What follows belongs to an exercise in optimizing a design on an open flow for small area, a short achievable clock period and few clock cycles per item; a production flow would make more cautious choices. Function was checked by simulation only, so behaviour that the tests miss may differ from the original. Power is estimated from default activity; no workload was simulated.

T:
// cnn_pool
module cnn_pool
#(
    parameter int IMG_DIM = cnn_geom_pkg::DEF_IMG_DIM
)
(
    input  logic     clk,
    input  logic     reset,
    input  logic     i_start,
    input  wb_bus_pkg::wb_addr_t i_src_base,
    input  wb_bus_pkg::wb_addr_t i_dst_base,
    input  wb_bus_pkg::wb_data_t i_rd_dat,
    input  logic     i_rd_ack,
    input  logic     i_wr_ack,
    output logic     o_rd_cyc,
    output logic     o_rd_stb,
    output wb_bus_pkg::wb_addr_t o_rd_adr,
    output logic     o_wr_cyc,
    output logic     o_wr_stb,
    output logic     o_wr_we,
    output wb_bus_pkg::wb_addr_t o_wr_adr,
    output wb_bus_pkg::wb_data_t o_wr_dat,
    output logic     o_busy,
    output logic     o_done
);
Size: about 590 flip-flops, roughly 110 I/O pins, about 0.035 mm² of cells after synthesis.
export LEC_CHECK = 0
export CAP_MARGIN = 20
export CORE_MARGIN = 2
export CORE_UTILIZATION = 40
export SETUP_SLACK_MARGIN = 5
export SLEW_MARGIN = 20
export SYNTH_HIERARCHICAL = 1
export SYNTH_MINIMUM_KEEP_SIZE = 0
create_clock -name core_clock -period 9.0 [get_ports {clk}]
standard.sh (not shown) runs the stock make flow with config.mk's settings and CLKGATE_MAP_FILE= SYNTH_SCRIPT=/design/flow/synth_recipe.tcl, a recipe that flattens the netlist after the stock synthesis.
==> flow/flow/run.sh <==
#!/bin/bash
set -euo pipefail
SETUP_MARGIN=${SETUP_MARGIN:-5.8}
bash standard.sh \
    "BUFFER_PORTS_ARGS=-buffer_cell sky130_fd_sc_hd__buf_2" \
    "SETUP_SLACK_MARGIN=${SETUP_MARGIN}" \
    finish > flow_make.log 2>&1
Looking at the reports, T completed the entire flow and the layout it produced met the timing, design-rule and antenna checks.
Testbench counts of T, summed over its fixed seeds: cycles 8,640, jobs 96.
Input-level comparison between Q and T:
- an added CTS_CLUSTER_DIAMETER of 90
- an added CTS_CLUSTER_SIZE of 28
-- flow/flow/run.sh --
<<< T, line 2
set -euo pipefail
SETUP_MARGIN=${SETUP_MARGIN:-5.8}
bash standard.sh \
>>> Q, line 2
set -euo pipefail
SETUP_MARGIN=${SETUP_MARGIN:-6}
bash standard.sh \
Results
The highest-delay cell along the critical path comes out fa_1 in one run and fa_2 in the other, namely in Q and T respectively. Q vs T: worst hold slack down in Q. Q: clock skew higher than T. Taking T as the reference, in Q power now sits lower; maximum clock frequency moved up.

* * *

Setup of v9:
Starting RTL as in the previous note.
clock: 9.0 ns
lec_check: 0
cap_margin: 20
core_margin: 2
core_utilization: 40
place_density: 0.75
setup_slack_margin: 5
slew_margin: 20
synth_hierarchical: 1
synth_minimum_keep_size: 0
==> flow/flow/run.sh <==
#!/bin/bash
set -euo pipefail
SETUP_MARGIN=${SETUP_MARGIN:-6}
bash standard.sh \
    "BUFFER_PORTS_ARGS=-buffer_cell sky130_fd_sc_hd__buf_2" \
    "SETUP_SLACK_MARGIN=${SETUP_MARGIN}" \
    finish > flow_make.log 2>&1
Both conditions hold for v9: the flow ran to the end and the final layout passed the timing, design-rule and antenna checks.
Testbench counts of v9, summed over its fixed seeds: cycles 8,640, jobs 96.
Input-level comparison between v28 and v9:
Settings: PLACE_DENSITY removed (was 0.75).
Notes after the runs:
[v28] worst setup timing slack at the placement stage rose 0.12 ns relative to v9
Higher wire length of the first global-routing pass was reported by v28, not v9.
Measured against each other, v9 and v28 differ in slack of the worst reg-to-reg path, the lower figure coming from v9.
Compared with v9, v28 shows a final critical-path share of the clock period that is 0.45 points lower.
Delta (v28 minus v9): non-clock buffer count climbed 8.2%, wire length on met3 dropped 12%, routed length per instance climbed 0.89 um, maximum clock skew at final layout dropped 0.0096 ns.
Setup WNS v9 -> v28: better
Looking only at total CTS buffers, and setting everything else aside, the lower value of v9 and v28 goes to v9.
The required time at the worst-slack endpoint was comparable across v9 and v28.
Modified inputs, v7 compared to v28
Settings: setting CTS_CLUSTER_DIAMETER to 80 for the first time; setting CTS_CLUSTER_SIZE to 24 for the first time.
Results
- v7 finished all stages; the layout is clean.
- Initial antenna violation count, v7 and v28: lower on v7
- v7 against v28: net switching power of the design saw a decrease, global-route usage saw a decrease.
- In terms of die area, v7 and v28 differ only marginally.
- Number of fillers in the final layout on v7 is up relative to v28.
- v7 reports a higher final antenna diode count than v28 does.
- From v28 to v7 the numbers moved as follows: source-to-sink clock delay at the later pin of the worst-skew pair went down; global-route met1 utilization went down; share of the clock period used by the worst path after layout went up; final area went down.
### v7 -> v49
Settings: an added CTS_BUF_LIST of sky130_fd_sc_hd__clkbuf_4 sky130_fd_sc_hd__clkbuf_8; a deleted CTS_CLUSTER_DIAMETER that had been 80; a deleted CTS_CLUSTER_SIZE that had been 24.
- v49 vs. v7: worst slew margin relative to its limit went down by 1.6 points.
- v49: met1 wire length is about 1.3% higher than what v7 reported.
- [compare] base=v7 new=v49: final critical-path setup slack -0.046 ns, maximum frequency from static timing analysis -0.0048 GHz, area of all placed cells without fillers +about 4%, non-clock buffer count +39.
- Reported for v7 and v49, multiplexer share of the synthesized area turned out identical to the last digit.

[afterwards: timing with drivers on the ports]
Ports are ideal in the flow. The routed layouts listed here were re-timed in OpenROAD.
Step 1, drivers: a clkbuf_16 drives clk and a buf_2 each remaining input, both assumed.
Step 2 also shifts input and output timing later by t, the mid clock arrival at the registers, as if the neighbouring blocks saw the same clock.
Slacks: ideal / step 1 / step 2; pairs: ideal / step 1.
run | shift t [ns] | setup WS [ns] | hold WS [ns] | slew at the worst register clock pin (ns)
T | 0.656 | 5.833 / 5.823 / 5.556 | 0.324 / 0.324 / 0.324 | 0.07 / 0.07
Q | 0.703 | 5.910 / 5.889 / 5.439 | 0.299 / 0.299 / 0.299 | 0.12 / 0.12
v9 | 0.681 | 5.890 / 5.890 / 5.460 | 0.307 / 0.307 / 0.307 | 0.08 / 0.08
v28 | 0.671 | 5.930 / 5.930 / 5.386 | 0.323 / 0.323 / 0.323 | 0.07 / 0.07
v7 | 0.645 | 5.914 / 5.914 / 5.391 | 0.329 / 0.329 / 0.329 | 0.10 / 0.10
v49 | 0.758 | 5.867 / 5.849 / 5.397 | 0.299 / 0.299 / 0.299 | 0.07 / 0.07
After both steps every run listed still meets setup and hold. For v28, which loses most, drivers alone change the setup slack by 0.000 ns; drivers and shift together by -0.544 ns.
